What follows belongs to an exercise in optimizing a design on an open flow for small area, a short achievable clock period and few clock cycles per item; a production flow would make more cautious choices. Function was checked by simulation only, so behaviour that the tests miss may differ from the original. Power is estimated from default activity; no workload was simulated.

// mac_ci
module mac_ci (
    input  logic        clk,
    input  logic        reset,
    input  logic        clk_en,
    input  logic        start,
    input  logic [2:0]  n,
    input  logic [31:0] dataa,
    input  logic [31:0] datab,
    output logic [31:0] result,
    output logic        done
);
    logic [ACC_W-1:0] acc_q;
    logic             sat_q;
    logic [NCUT-1:0]  cut_q;          
    logic             pend_q;         
    logic             done_q;
    logic             sel_lo_q, sel_hi_q, sel_st_q;
    logic [NCUT-1:0]  cut_d;
    logic [ACC_W:0]   x, y;
    logic [ACC_W:0]   sum;
    logic             ovf;
    logic [ACC_W-1:0] acc_sat;
    mac_csa u_csa (
        .a   (dataa),
        .b   (datab),
        .acc (acc_q),
        .cut (cut_d)
    );
    mac_fin u_fin (
        .cut (cut_q),
        .x   (x),
        .y   (y)
    );
    always_comb begin
        sum     = x + y;
        ovf     = sum[ACC_W] ^ sum[ACC_W-1];
        acc_sat = ovf ? {sum[ACC_W], {(ACC_W-1){~sum[ACC_W]}}} : sum[ACC_W-1:0];
    end
    always_ff @(posedge clk) begin
        cut_q <= cut_d;
    end
    always_ff @(posedge clk) begin
        if (reset) begin
            acc_q  <= '0;
            sat_q  <= 1'b0;
            pend_q <= 1'b0;
            done_q <= 1'b0;
        end else begin
            pend_q <= start && (n == OP_MAC);
            done_q <= start || (done_q && !clk_en);
            if (start && (n == OP_CLR)) begin
                acc_q <= '0;
                sat_q <= 1'b0;
            end else if (pend_q) begin
                acc_q <= acc_sat;
                sat_q <= sat_q | ovf;
            end
        end
    end
    always_ff @(posedge clk) begin
        if (start) begin
            sel_lo_q <= (n == OP_MAC) || (n == OP_RDLO);
            sel_hi_q <= (n == OP_RDHI);
            sel_st_q <= (n == OP_RDSTAT);
        end
    end
    always_comb begin
        if (pend_q)
            result = acc_sat[31:0];
        else
            result = ({32{sel_lo_q}} & acc_q[31:0])
                   | ({32{sel_hi_q}} & acc_q[ACC_W-1:32])
                   | {31'b0, sel_st_q & sat_q};
    end
    assign done = done_q;
endmodule
==> flow/config.mk <==
export PLATFORM = sky130hd
export DESIGN_NAME = mac_ci
export DESIGN_NICKNAME = mac_ci
export VERILOG_FILES = /design/flow/design.v
export SDC_FILE = /design/flow/constraint.sdc
export NUM_CORES = 4
export LEC_CHECK = 0
export ABC_AREA = 1
export CAP_MARGIN = 20
export CORE_MARGIN = 2
export CORE_UTILIZATION = 40
export CTS_BUF_LIST = sky130_fd_sc_hd__clkbuf_8
export CTS_CLUSTER_SIZE = 30
export SETUP_SLACK_MARGIN = 4.4
export SLEW_MARGIN = 20
==> flow/constraint.sdc <==
create_clock -name core_clock -period 10.0 [get_ports {clk}]
set_input_delay 2.0000 -clock core_clock [delete_from_list [all_inputs] [get_ports {clk}]]
set_output_delay 2.0000 -clock core_clock [all_outputs]
set_load 0.01 [all_outputs]
standard.sh (not shown) runs the stock make flow with config.mk's settings and CLKGATE_MAP_FILE= SYNTH_SCRIPT=/design/flow/synth_recipe.tcl, a recipe that flattens the netlist after the stock synthesis.
==> flow/flow/run.sh <==
#!/bin/bash
# Standard synthesis, then an inverter clean-up around the full-adder cells (fixinv.py),
# then the standard layout from the cleaned netlist.
set -euo pipefail
R=orfs/results/sky130hd/mac_ci/base
bash standard.sh synth > synth_std.log 2>&1
cp $R/1_2_yosys.v $R/1_2_yosys_std.v
python3 flow/fixinv.py $R/1_2_yosys_std.v $R/1_2_yosys.v > fixinv.log 2>&1
rm -f $R/1_synth.odb $R/1_synth.sdc
bash standard.sh "BUFFER_PORTS_ARGS=-buffer_cell sky130_fd_sc_hd__buf_2" finish > finish.log 2>&1
Other scripts of this flow, unchanged in this note and not shown: flow/flow/fixinv.py
The starting point completed with no timing, DRC or antenna violations.
Testbench counts at the start, summed over its fixed seeds: cycles 9,658, ops 4,829.
Change:
--- a/flow/config.mk
+++ b/flow/config.mk
@@ -11,3 +11,2 @@
-export CORE_UTILIZATION = 40
-export CTS_BUF_LIST = sky130_fd_sc_hd__clkbuf_8
-export CTS_CLUSTER_SIZE = 30
+export CORE_UTILIZATION = 60
+export PLACE_DENSITY = 0.75
After rerunning: The new run finished with timing, DRC and antenna clean; routed wire length shrinks by 3.7%; synthesized area does not change; power grows by 1.5%; final cell count decreases by 8.2%; worst hold slack gets better by 0.032 ns; via count climbs by 3.0%; first-iteration DRC count grows by 31%; cell area went down by 0.73%; combinational power stays flat; worst setup slack gets better by 0.037 ns.
Change:
--- a/flow/config.mk
+++ b/flow/config.mk
@@ -11,3 +11,2 @@
-export CORE_UTILIZATION = 60
-export PLACE_DENSITY = 0.75
-export SETUP_SLACK_MARGIN = 4.4
+export CORE_UTILIZATION = 40
+export SETUP_SLACK_MARGIN = 4
Die area goes up by well over a third.
Design area came out lower by a few percent.
Fmax decreases by a few percent.
Core utilization decreases by 24 points.
Hold slack got worse by 0.037 ns.
Flip-flop and latch count stays the same.
Total power decreases by roughly a tenth.
Non-clock buffer count drops by 50.
Via count fell by a few percent.
Sequential share of layout area rose by 0.32 points.
Setup slack degrades by 0.30 ns.

==> what the ideal ports hide <==
No port has a modelled driver above. Below, the same layouts with a new extraction and two added sets of constraints. Step 1, drivers: a clkbuf_16 drives clk and a buf_2 each remaining input, both assumed. Step 2 also shifts input and output timing later by t, the mid clock arrival at the registers, as if the neighbouring blocks saw the same clock. Three values: ideal, step 1, step 2; two values: the first two.
run | t (ns) | slack for setup (ns) | worst setup path after step 2 | worst register clock-pin slew, ns | pins driven straight from the clock port
the first run | 0.692 | 4.306 / 4.239 / 3.668 | input to register | 0.07 / 0.07 | 1
the second run | 0.625 | 4.342 / 4.277 / 3.861 | input to register | 0.07 / 0.07 | 1
the third run | 0.642 | 4.040 / 4.034 / 3.440 | input to register | 0.07 / 0.07 | 1
After both steps setup and hold are still met in every run listed. The setup slack of the first run, which loses most, moves by -0.067 ns with the drivers and by -0.638 ns with both steps.
